This is an optimization exercise on Yosys and OpenROAD, whose aim is small area, not a production implementation. In this exercise RTL edits were held to simulation tests only and were not proved equivalent to the original. No activity file was given, so power comes from the tool's default toggle rates.

// e1AlarmTop
module e1AlarmTop
(
  input  logic        Ck_77,
  input  logic        Rs,
  input  logic        req_cs,
  input  logic        req_wr,
  input  logic [3:0]  req_addr,
  input  logic [31:0] req_wdata,
  input  logic        sel_i,       
  input  logic [41:0] los_i,
  input  logic [41:0] tsfA_i,
  input  logic [41:0] tsfB_i,
  input  logic [20:0] rep_i,       
  input  logic [8:0]  staA_i,
  input  logic [8:0]  staB_i,
  output logic        rsp_ack,
  output logic [31:0] rsp_rdata,
  output logic [4:0]  ctrlA_o,
  output logic [4:0]  ctrlB_o
);
  logic [41:0] losSticky;   
  logic [41:0] tsfSticky;
  logic [41:0] wFulSticky;  
  logic [41:0] rEmpSticky;
  logic [41:0] lckSticky;
  logic [3:0]  lineClr;
  logic [5:0]  chanClr;
  lineAlarmCapture lineCap0
  (
    .Ck_77       (Ck_77),
    .Rs          (Rs),
    .sel_i       (sel_i),
    .los_i       (los_i),
    .tsfA_i      (tsfA_i),
    .tsfB_i      (tsfB_i),
    .clr_i       (lineClr),
    .losSticky_o (losSticky),
    .tsfSticky_o (tsfSticky)
  );
  channelAlarmCollect chanCol0
  (
    .Ck_77        (Ck_77),
    .Rs           (Rs),
    .rep_i        (rep_i),
    .clr_i        (chanClr),
    .wFulSticky_o (wFulSticky),
    .rEmpSticky_o (rEmpSticky),
    .lckSticky_o  (lckSticky)
  );
  ...
make LEC_CHECK=0 CAP_MARGIN=20 CORE_MARGIN=2 CORE_UTILIZATION=40 CTS_BUF_LIST='sky130_fd_sc_hd__clkbuf_2 sky130_fd_sc_hd__clkbuf_4' SLEW_MARGIN=20 finish   # period 10.0 ns
run.sh (not shown) runs the stock make flow with config.mk's settings and CLKGATE_MAP_FILE= SYNTH_SCRIPT=/design/flow/synth_recipe.tcl, a recipe that flattens the netlist after the stock synthesis.
Rerun with:
--- a/flow/config.mk
+++ b/flow/config.mk
@@ -11 +10,0 @@
-export CTS_BUF_LIST = sky130_fd_sc_hd__clkbuf_2 sky130_fd_sc_hd__clkbuf_4
Routed wire length came out lower by 1.1%.
Power came out higher by 5.8%.
Cell area came out higher by 0.56%.
Die area stays the same.
Fmax came out lower by 4.7%.
Non-clock buffer count stays the same.
Sequential power is about the same.
First-iteration DRC count came out higher by 1.1%.
Critical path depth is unchanged.
Synthesized cell count stays the same.
Worst hold slack improved by 0.023 ns.
Rerun with:
==> flow/flow/run.sh (new file) <==
#!/bin/bash
# Standard ORFS layout with two changes: port buffers use the smallest buffer, and the clock
# tree is built without dummy balancing loads.
set -euo pipefail
cd "$(dirname "$0")/.."
export BUFFER_PORTS_ARGS="-buffer_cell sky130_fd_sc_hd__buf_1"
export CTS_ARGS="-sink_clustering_enable -repair_clock_nets -dont_use_dummy_load"
bash standard.sh > flow_make.log 2>&1
==> flow/standard.sh (new file) <==
#!/bin/bash
# synth_recipe.tcl (not shown) runs the flow's synth.tcl, then flattens the netlist and writes it again
# the make line also repeats each setting of config.mk as NAME=value (left out here)
make -C /OpenROAD-flow-scripts/flow DESIGN_CONFIG=/design/flow/config.mk WORK_HOME=/design/flow/orfs CLKGATE_MAP_FILE= SYNTH_SCRIPT=/design/flow/synth_recipe.tcl "${@:-finish}"
removed: flow/run.sh
After rerunning: Global-route usage falls by 0.47 points. Core utilization falls by 5.1 points. Critical path depth rises by 1. Synthesized area is unchanged. Non-clock buffer count rises by 2. Via count falls by 0.92%. Wire length falls by 1.7%.

JK:
e1AlarmTop, a different RTL version from the one above (not shown whole).
For scale: roughly 430 flip-flops, about 250 I/O pins, roughly 0.014 sq mm of cells after synthesis.
export LEC_CHECK = 0
export CAP_MARGIN = 20
export CORE_MARGIN = 2
export CORE_UTILIZATION = 75
export SLEW_MARGIN = 20
create_clock -name core_clock -period 10.0 [get_ports {Ck_77}]
standard.sh (not shown) runs the stock make flow with config.mk's settings and CLKGATE_MAP_FILE= SYNTH_SCRIPT=/design/flow/synth_recipe.tcl, a recipe that flattens the netlist after the stock synthesis.
==> flow/flow/run.sh <==
#!/bin/bash
# Standard ORFS layout (the standard.sh) with three changes:
#  - synthesis maps logic with an area-oriented ABC script (flow/abc_area.script) in place of
#    ORFS's delay-oriented one; the registers are mapped before ABC runs, so they are the same
#  - port buffers use the smallest buffer
#  - the clock tree uses clkbuf_8 on larger sink clusters under a clkbuf_4 root, without dummy
#    balancing loads
set -euo pipefail
cd "$(dirname "$0")/.."
rm -rf scripts_mod
cp -r "$FLOW_HOME/scripts" scripts_mod
cp flow/abc_area.script scripts_mod/abc_speed.script
export SCRIPTS_DIR="$PWD/scripts_mod"
export BUFFER_PORTS_ARGS="-buffer_cell sky130_fd_sc_hd__buf_1"
export CTS_ARGS="-sink_clustering_enable -repair_clock_nets -dont_use_dummy_load -buf_list {sky130_fd_sc_hd__clkbuf_8} -root_buf sky130_fd_sc_hd__clkbuf_4 -sink_clustering_size 18 -sink_clustering_max_diameter 60"
bash standard.sh > flow_make.log 2>&1
==> flow/flow/abc_area.script <==
&get -n
&st
&b
&dch
&nf -R 1000 -p -C 32 -F 10
&st
&b
&dch
&nf -R 1000 -p -C 32 -F 10
&put
#### Input delta (MS over JK)
diff --git a/flow/flow/run.sh b/flow/flow/run.sh
--- a/flow/flow/run.sh
+++ b/flow/flow/run.sh
@@ -5,4 +5,3 @@
 #  - port buffers use the smallest buffer
-#  - the clock tree uses clkbuf_8 on larger sink clusters under a clkbuf_4 root, without dummy
-#    balancing loads
+#  - the clock tree uses clkbuf_8 on larger sink clusters, without dummy balancing loads
 set -euo pipefail
@@ -14,3 +13,3 @@
 export BUFFER_PORTS_ARGS="-buffer_cell sky130_fd_sc_hd__buf_1"
-export CTS_ARGS="-sink_clustering_enable -repair_clock_nets -dont_use_dummy_load -buf_list {sky130_fd_sc_hd__clkbuf_8} -root_buf sky130_fd_sc_hd__clkbuf_4 -sink_clustering_size 18 -sink_clustering_max_diameter 60"
+export CTS_ARGS="-sink_clustering_enable -repair_clock_nets -dont_use_dummy_load -buf_list {sky130_fd_sc_hd__clkbuf_8} -sink_clustering_size 18 -sink_clustering_max_diameter 60"
 bash standard.sh > flow_make.log 2>&1
==> flow/flow/abc_area.script <==
&get -n
&st
&dch
&nf -R 1000 -p -C 32 -F 10
&put
Results
End point of the critical path: regBank0.rdQ[6] -> MS, regBank0.rdQ[0] -> JK
The layout buffer count excluding clock buffers number comes out higher for JK vs MS.
MS ended with every stage complete and zero timing, DRC or antenna violations.
In the final reports, the cell area of MS is larger than that of JK.
Of MS and JK, the run reporting the lower post-synthesis cell area was JK.
The final reports for MS and JK show worst setup slack lower in the former.
Measured against each other, MS and JK differ in global placement routability congestion, the lower figure coming from JK.
The inputs of AL differ from those of MS as listed below.
diff --git a/flow/flow/run.sh b/flow/flow/run.sh
--- a/flow/flow/run.sh
+++ b/flow/flow/run.sh
@@ -5,3 +5,4 @@
 #  - port buffers use the smallest buffer
-#  - the clock tree uses clkbuf_8 on larger sink clusters, without dummy balancing loads
+#  - the clock tree uses clkbuf_8 on larger sink clusters under a clkbuf_4 root, without dummy
+#    balancing loads
 set -euo pipefail
@@ -13,3 +14,3 @@
 export BUFFER_PORTS_ARGS="-buffer_cell sky130_fd_sc_hd__buf_1"
-export CTS_ARGS="-sink_clustering_enable -repair_clock_nets -dont_use_dummy_load -buf_list {sky130_fd_sc_hd__clkbuf_8} -sink_clustering_size 18 -sink_clustering_max_diameter 60"
+export CTS_ARGS="-sink_clustering_enable -repair_clock_nets -dont_use_dummy_load -buf_list {sky130_fd_sc_hd__clkbuf_8} -root_buf sky130_fd_sc_hd__clkbuf_4 -sink_clustering_size 18 -sink_clustering_max_diameter 60"
 bash standard.sh > flow_make.log 2>&1
Findings:
| area added between synthesis and finish | AL vs MS | ≈ equal |. AL vs MS — net switching component of the power dropped 3.6 uW. In the tables for MS and AL, register-to-register slack reads higher with MS. Comparing MS and AL, the lower final hold slack was measured on MS. Part of the cycle the worst path needs came out lower on AL than on MS. Clock skew up 0.012 ns in AL wrt MS. NOTE post-detailed-route via-to-cell ratio MS->AL decreased slightly. Diff MS and AL: wire length higher in MS. AL and MS ended up with roughly the same final area. Diff MS..AL | leakage power total | negligible.

==> re-timing with driven ports <==
In the flow no input, the clock included, has a driving cell. The finished layouts below were timed again as built, in two steps. Step 1 sets driving cells, clkbuf_16 on the clock port and buf_2 on the other inputs (assumed; they add their load-dependent delay and slew). Step 2 adds t to the input delays and takes it off the output delays; t is the mean of the earliest and latest rising clock arrival at the registers after step 1. Input paths then give back, and output paths get back, about the clock's delay inside the block. Slacks: ideal ports / drivers / drivers and shift; pairs: ideal ports / drivers.
run | t (ns) | setup slack, ns | slew at the worst register clock pin (ns)
the first run of note 1 | 0.820 | 5.836 / 5.856 / 5.036 | 0.07 / 0.07
the second run of note 1 | 0.597 | 5.630 / 5.655 / 5.058 | 0.07 / 0.07
the third run of note 1 | 0.581 | 5.657 / 5.680 / 5.098 | 0.06 / 0.06
JK | 0.788 | 6.382 / 6.402 / 5.614 | 0.11 / 0.11
MS | 0.622 | 5.668 / 5.675 / 5.053 | 0.11 / 0.11
AL | 0.772 | 5.772 / 5.782 / 5.010 | 0.11 / 0.11
After both steps every run listed still meets setup and hold. For the first run of note 1, which loses most, drivers alone change the setup slack by +0.020 ns; drivers and shift together by -0.800 ns.
